From an optimization exercise on the open Yosys and OpenROAD flow, aimed at small area and a short achievable clock period; shortcuts taken in it are not production practice. The RTL was checked by simulation tests, not by an equivalence proof against the original design.

Design saturation_multi, start of the top module:
module saturation_multi (
    input  logic          clock,
    input  logic          reset,
    input  logic          in_valid,
    input  logic [127:0]  u,
    input  logic          lim_load,
    input  logic [31:0]   lim_upper,
    input  logic [31:0]   lim_lower,
    input  logic          cnt_clear,
    output logic          out_valid,
    output logic [127:0]  u_sat,
    output logic [131:0]  u_dz,
    output logic [3:0]    sat_hi,
    output logic [3:0]    sat_lo,
    output logic [63:0]   sat_cnt,
    output logic          lim_err,
    output logic [3:0]    rate_act
);
For scale: about 8,900 cells after synthesis, about 740 flip-flops, ~540 I/O pins, ~0.057 mm2 of cells after synthesis.
export LEC_CHECK = 0
export CAP_MARGIN = 20
export CORE_MARGIN = 2
export CORE_UTILIZATION = 55
export CTS_BUF_LIST = sky130_fd_sc_hd__clkbuf_4 sky130_fd_sc_hd__clkbuf_8
export SLEW_MARGIN = 20
export SYNTH_HIERARCHICAL = 1
create_clock -name core_clock -period 18.0 [get_ports {clock}]
standard.sh (not shown) runs the stock make flow with config.mk's settings and CLKGATE_MAP_FILE= SYNTH_SCRIPT=/design/flow/synth_recipe.tcl, a recipe that flattens the netlist after the stock synthesis.
==> flow/flow/run.sh <==
#!/bin/bash
set -euo pipefail
export FLOW_FLOW_DIR=$PWD/flow
{ head -n 1 synth_recipe.tcl; cat flow/abc_wrap.tcl; tail -n +2 synth_recipe.tcl; } > my_synth.tcl
ARGS=(SYNTH_SCRIPT=$PWD/my_synth.tcl ADDER_MAP_FILE= SYNTH_OPERATIONS_ARGS=-booth
      "BUFFER_PORTS_ARGS=-buffer_cell sky130_fd_sc_hd__buf_1"
      "CTS_ARGS=-sink_clustering_enable -repair_clock_nets -dont_use_dummy_load -buf_list {sky130_fd_sc_hd__clkbuf_4 sky130_fd_sc_hd__clkbuf_8}")
bash standard.sh "${ARGS[@]}" SETUP_SLACK_MARGIN=11.75 cts > standard_cts.log 2>&1
bash standard.sh "${ARGS[@]}" SETUP_SLACK_MARGIN=11 finish > standard.log 2>&1
==> flow/flow/abc_core.script <==
strash
dch
map -D 4000
strash
dch
map -D 4000
topo
buffer
upsize -D 4000
dnsize -D 4000
==> flow/flow/abc_fast.script <==
strash
dch
map
topo
buffer
upsize
dnsize
==> flow/flow/abc_in.script <==
strash
dch
map -D 2500
strash
dch
map -D 2500
topo
buffer
upsize -D 2500
dnsize -D 2500
==> flow/flow/abc_wrap.tcl <==
# ABC in three passes, each to its own delay target: the limit-request
# check (module sm_req) for delay alone, the stage-1 sample compares
# (module sm_in) to a tight target, the rest of the design to a looser one.
proc abc {args} {
    set i [lsearch -exact $args -script]
    set dir $::env(FLOW_FLOW_DIR)
    yosys abc {*}[lreplace $args $i [expr {$i + 1}] -script $dir/abc_fast.script] sm_req
    yosys abc {*}[lreplace $args $i [expr {$i + 1}] -script $dir/abc_in.script] sm_in
    yosys abc {*}[lreplace $args $i [expr {$i + 1}] -script $dir/abc_core.script]
}
The first run ran to the end with no violations.
Then changed:
==> flow/flow/run.sh (replaced) <==
#!/bin/bash
# Standard layout with these changes: adders are mapped Brent-Kung (no
# Kogge-Stone extra map), ABC maps the logic to a delay target
# (input-path compares to tighter targets), ports are buffered with buf_1
# cells, and repair_timing is asked for extra setup slack.
set -euo pipefail
export FLOW_FLOW_DIR=$PWD/flow
{ head -n 1 synth_recipe.tcl; cat flow/abc_wrap.tcl; tail -n +2 synth_recipe.tcl; } > my_synth.tcl
bash standard.sh SYNTH_SCRIPT=$PWD/my_synth.tcl ADDER_MAP_FILE= SYNTH_OPERATIONS_ARGS=-booth \
    "BUFFER_PORTS_ARGS=-buffer_cell sky130_fd_sc_hd__buf_1" \
    SETUP_SLACK_MARGIN=11.5 finish > standard.log 2>&1
==> flow/flow/abc_core.script (replaced) <==
strash
dch
map -D 3500
strash
dch
map -D 3500
topo
buffer
upsize -D 3500
dnsize -D 3500
Settings changed: CORE_UTILIZATION 55 to 50.
What happened: Critical path depth goes down by 31; sequential share of layout area fell by 0.70 points; wire length rises by 18%; non-clock buffer count decreases by 86; setup slack gets better by 180 ps; first-iteration DRC count grows by 13%; count of clock-buffer cells in the layout rose by 78; synthesized cell count is higher by 2.8%.
Then changed:
==> flow/flow/run.sh (replaced) <==
#!/bin/bash
# Standard layout with these changes: adders are mapped Brent-Kung (no
# Kogge-Stone extra map), ABC maps the logic to delay targets (input-path
# compares to tighter ones), ports are buffered with buf_1 cells, clock tree
# synthesis adds no dummy loads, and repair_timing is asked for extra setup
# slack.
set -euo pipefail
export FLOW_FLOW_DIR=$PWD/flow
{ head -n 1 synth_recipe.tcl; cat flow/abc_wrap.tcl; tail -n +2 synth_recipe.tcl; } > my_synth.tcl
bash standard.sh SYNTH_SCRIPT=$PWD/my_synth.tcl ADDER_MAP_FILE= SYNTH_OPERATIONS_ARGS=-booth \
    "BUFFER_PORTS_ARGS=-buffer_cell sky130_fd_sc_hd__buf_1" \
    "CTS_ARGS=-sink_clustering_enable -repair_clock_nets -dont_use_dummy_load -buf_list {sky130_fd_sc_hd__clkbuf_4 sky130_fd_sc_hd__clkbuf_8}" \
    SETUP_SLACK_MARGIN=11.5 finish > standard.log 2>&1
Settings changed: CORE_UTILIZATION 50 to 55.
=>
- The new run finished clean
- worst hold slack stays flat
- clock-buffer cell count came out lower by 78
- cell count came out lower by 2.2%
- synthesized area stays the same
- clock skew came out higher by 12 ps
- final area came out lower by 0.65%
- wire length came out higher by 1.3%

## static timing again, ports no longer ideal
The flow's constraints put no driver on any port. The routed layouts listed below were extracted and timed again, unchanged, in two steps.
Step 1 (the two cells are an assumption about what drives the block):
set clk [get_ports {clock}]
set_driving_cell -lib_cell sky130_fd_sc_hd__clkbuf_16 $clk
set_driving_cell -lib_cell sky130_fd_sc_hd__buf_2 [delete_from_list [all_inputs] $clk]
Step 2 adds t to the input delays and takes it off the output delays; t is the mean of the earliest and latest rising clock arrival at the registers after step 1. Input paths then give back, and output paths get back, about the clock's delay inside the block.
a / b / c = ideal / step 1 / step 2; a / b = the first two.
run	t, ns	slack for setup (ns)	cell pins on the clock port's net
the first run	0.934	11.110 / 11.110 / 10.496	1
the second run	0.942	11.288 / 11.336 / 10.394	1
the third run	0.938	11.356 / 11.356 / 10.639	1
After both steps setup and hold are still met in every run listed. For the second run, which loses most, drivers alone change the setup slack by +0.048 ns; drivers and shift together by -0.894 ns.
